This design comes from an exercise in tuning for small area on the open sky130 flow, not from production work. Only simulation tests tie the RTL to the original design; equivalence was not proved.

// mips_multicycle_core
module mips_multicycle_core #(
  parameter int                    ADDR_WIDTH = 32,
  parameter logic [ADDR_WIDTH-1:0] RESET_PC   = '0,
  parameter int                    NUM_REGS   = 32
) (
  input  logic                  clk,
  input  logic                  rst,
  output logic                  mem_req,
  output logic                  mem_we,
  output logic [ADDR_WIDTH-1:0] mem_addr,
  output logic [31:0]           mem_wdata,
  input  logic [31:0]           mem_rdata,
  input  logic                  mem_ready,
  output logic                  halted
);
  localparam int NR = 31;    
  typedef enum logic [2:0] {
    S_CLR,
    S_FETCH,
    S_READ,
    S_WRITE,
    S_ADDR,
    S_MEM,
    S_BEQ1,
    S_HALT
  } state_t;
  state_t           r_state;
  logic [29:0]      r_pc;        
  logic [4:0]       r_p;         
  logic [31:0]      r_x;
  logic [31:0]      r_y;
  logic [28:0]      r_ir;        
  logic             r_first;     
  logic             r_gs;        
  logic             r_gt;        
  logic [NR*32-1:0] r_ring;
  logic        w_c2, w_c1, w_c0;
  logic        w_lw, w_sw, w_addi, w_beq, w_r, w_j, w_need_t, w_mem;
  logic [4:0]  w_rs, w_rt, w_rd;
  logic [5:0]  w_fn;
  logic [31:0] w_sext;
  assign w_c2     = r_ir[28];
  assign w_c1     = r_ir[27];
  assign w_c0     = r_ir[26];
  assign w_mem    = w_c2;
  assign w_lw     = w_c2 & ~w_c1;
  assign w_sw     = w_c2 &  w_c1;
  assign w_addi   = ~w_c2 & w_c1 & ~w_c0;
  assign w_beq    = w_c1 & w_c0;
  assign w_r      = ~w_c2 & ~w_c1 & ~w_c0;
  assign w_j      = ~w_c1 & w_c0;
  assign w_need_t = ~w_c2 & ~(w_c1 ^ w_c0) | w_sw;    
  assign w_rs     = r_ir[25:21];
  assign w_rt     = r_ir[20:16];
  assign w_rd     = w_r ? r_ir[15:11] : r_ir[20:16];
  assign w_fn     = r_ir[5:0];
  assign w_sext   = {{16{r_ir[15]}}, r_ir[15:0]};
  logic [5:0] f_op, f_fn;
  logic       f_legal;
  assign f_op = mem_rdata[31:26];
  assign f_fn = mem_rdata[5:0];
  always_comb begin
    case (f_op)
      6'h00:   f_legal = (f_fn == 6'h20) || (f_fn == 6'h22) || (f_fn == 6'h24) ||
  ...
==> flow/config.mk <==
export PLATFORM = sky130hd
export DESIGN_NAME = mips_multicycle_core
export DESIGN_NICKNAME = mips_multicycle_core
export VERILOG_FILES = /design/flow/design.v
export SDC_FILE = /design/flow/constraint.sdc
export NUM_CORES = 4
export LEC_CHECK = 0
export CAP_MARGIN = 20
export CORE_MARGIN = 2
export CORE_UTILIZATION = 66
export SLEW_MARGIN = 20
==> flow/constraint.sdc <==
create_clock -name core_clock -period 10.0 [get_ports {clk}]
set_input_delay 2.0000 -clock core_clock [delete_from_list [all_inputs] [get_ports {clk}]]
set_output_delay 2.0000 -clock core_clock [all_outputs]
set_load 0.01 [all_outputs]
standard.sh (not shown) runs the stock make flow with config.mk's settings and CLKGATE_MAP_FILE= SYNTH_SCRIPT=/design/flow/synth_recipe.tcl, a recipe that flattens the netlist after the stock synthesis.
==> flow/flow/run.sh <==
#!/bin/bash
# Own flow: the standard layout (standard.sh: ORFS synthesis to final
# layout) with these changes, all in how the layout is built:
#  - synthesis is the standard flow's synthesis script (synth_recipe.tcl) unchanged, except
#    that its ABC technology-mapping call runs flow/abc.script, an
#    area-oriented script, instead of ORFS's abc_speed.script. Registers are
#    mapped before ABC, so they are the standard synthesis's registers;
#  - ports are buffered with sky130_fd_sc_hd__buf_1 instead of the default
#    buffer cell (every input and output still gets its own buffer);
#  - clock tree synthesis uses clkbuf_8 with sink clusters of up to 16
#    flip-flops within 60 um, and no dummy loads.
# The tools' full output goes to standard.log in this folder.
set -euo pipefail
W=$PWD
export BUFFER_PORTS_ARGS="-buffer_cell sky130_fd_sc_hd__buf_1"
export CTS_ARGS="-sink_clustering_enable -repair_clock_nets -dont_use_dummy_load -buf_list sky130_fd_sc_hd__clkbuf_8 -sink_clustering_size 16 -sink_clustering_max_diameter 60"
{
  cat <<EOT
proc abc {args} {
  set i [lsearch -exact \$args -script]
  if { \$i >= 0 } {
    set args [lreplace \$args [expr {\$i + 1}] [expr {\$i + 1}] $W/flow/abc.script]
  }
  yosys abc {*}\$args
}
EOT
  cat synth_recipe.tcl
} > my_synth.tcl
sed "s#SYNTH_SCRIPT=[^ ]*#SYNTH_SCRIPT=$W/my_synth.tcl#" standard.sh > my_standard.sh
grep -q "SYNTH_SCRIPT=$W/my_synth.tcl" my_standard.sh
bash my_standard.sh > standard.log 2>&1
==> flow/flow/abc.script <==
strash
ifraig
dc2
balance
rewrite
refactor
balance
rewrite
rewrite -z
balance
refactor -z
rewrite -z
balance
strash
&get -n
&synch2
&nf
&put
topo
stime -c
dnsize -c
Change:
--- a/flow/design.v
+++ b/flow/design.v
@@ -68,21 +68,21 @@
     endcase
   end
   logic [31:0] w_head, w_hz, w_head_in, w_alu;
   logic        w_at_rd, w_wlast, w_wr, w_fetch, w_clr;
   assign w_head    = r_ring[31:0];
   assign w_hz      = w_head;
   assign w_clr     = (r_state == S_CLR);
   assign w_at_rd   = (r_p == w_rd);
   assign w_wr      = ((r_state == S_WRITE) && w_at_rd) || w_clr;
   assign w_wlast   = (r_state == S_WRITE) && (w_at_rd || (w_rd == 5'd0));
-  assign w_fetch   = (r_state == S_FETCH) || w_wlast || (w_clr && (r_p == 5'd31));
+  assign w_fetch   = (r_state == S_FETCH) || w_wlast;
   assign w_head_in = w_wr ? w_alu : w_hz;
   logic        w_use_imm, w_sub, w_lt, w_bzero, w_inc;
   logic [31:0] w_b, w_sum;
   logic        f_sub_fn, f_slt_fn, f_and_fn, f_or_fn;
   assign f_slt_fn = w_fn[3];
   assign f_and_fn = ~w_fn[3] & w_fn[2] & ~w_fn[0];
   assign f_or_fn  = ~w_fn[3] & w_fn[2] &  w_fn[0];
   assign f_sub_fn = ~w_fn[2] & w_fn[1];
   assign w_bzero   = (r_state == S_MEM) || w_clr || w_inc || (w_lw && (r_state == S_WRITE));
   assign w_inc     = (r_state == S_READ) && r_first;    
@@ -127,21 +127,21 @@
       if (w_fetch) begin
         if (!mem_ready) begin
           r_state <= S_FETCH;
         end else if (!f_legal) begin
           r_state <= S_HALT;
         end else begin
           r_state <= S_READ;
         end
       end else begin
         case (r_state)
-          S_CLR: ;
+          S_CLR: if (r_p == 5'd31) r_state <= S_FETCH;
           S_READ: begin
             if (w_j)
               r_state <= S_FETCH;
             else if (w_done_s && w_done_t) begin
               if (w_mem || w_beq)
                 r_state <= w_beq ? S_BEQ1 : S_ADDR;
               else
                 r_state <= S_WRITE;
             end
           end
@@ -166,21 +166,21 @@
     end
   end
   always_ff @(posedge clk) begin
     if (w_clr || w_inc || (r_state == S_ADDR) || ((r_state == S_MEM) && mem_ready)) begin
       r_pc[29:26] <= w_sum[31:28];
       r_pc[25:0]  <= (w_inc && w_j) ? r_ir[25:0] : w_sum[27:2];
     end
   end
   always_ff @(posedge clk) begin
     if (w_fetch || w_clr) begin
-      r_x     <= w_fetch ? {r_pc, 2'b11} : 32'd0;
+      r_x     <= w_clr ? 32'd0 : {r_pc, 2'b11};
       r_y     <= 32'd0;
       r_gs    <= 1'b0;
       r_gt    <= 1'b0;
       r_first <= 1'b1;
       r_ir    <= {mem_rdata[31], mem_rdata[29] | mem_rdata[28],
                   mem_rdata[28] | (mem_rdata[27] & ~mem_rdata[31]), mem_rdata[25:0]};
     end else begin
       case (r_state)
         S_READ: begin
           r_first <= 1'b0;
@@ -198,13 +198,12 @@
         S_ADDR, S_BEQ1: r_x <= {r_pc, 2'b11};
         S_MEM: if (mem_ready) r_x <= mem_rdata;
         default: ;
       endcase
     end
   end
   assign mem_req   = w_fetch || (r_state == S_MEM);
   assign mem_we    = (r_state == S_MEM) && w_sw;
   assign mem_addr  = {r_pc, 2'b00};
   assign mem_wdata = r_y;
-  assign halted    = (r_state == S_HALT) ||
-                     ((r_state == S_ADDR) && w_mem && (w_sum[1:0] != 2'b00));
+  assign halted    = (r_state == S_HALT);
 endmodule
Effect: The changed run finished clean. Worst setup slack loses 0.49 ns. Via count rises by a few percent. Cell count is lower slightly. Cell area is about the same. Area after synthesis stays flat. Wire length goes up by roughly a tenth. Critical path depth is lower by 2. Die area stays flat.

re-timing with driven ports:
No port has a modelled driver above. Below, the same layouts with a new extraction and two added sets of constraints.
Step 1: set_driving_cell puts a clkbuf_16 on clk and a buf_2 on each other input, an assumption about the parent block.
Step 2 moves the port delays by t, midway between the first and last clock arrival at a register: inputs arrive t later, outputs are due t later. That takes back most of the time a late clock gives input paths.
Slacks: ideal / step 1 / step 2; pairs: ideal / step 1.
run	shift t [ns]	setup WS [ns]	hold WS [ns]	slew at the worst register clock pin (ns)	cell pins on the clock port's net
the first run	0.690	1.731 / 1.731 / 1.731	0.259 / 0.259 / 0.259	0.11 / 0.11	1
the second run	0.724	1.239 / 1.239 / 1.239	0.272 / 0.272 / 0.272	0.11 / 0.11	1
After both steps every run listed still meets setup and hold.
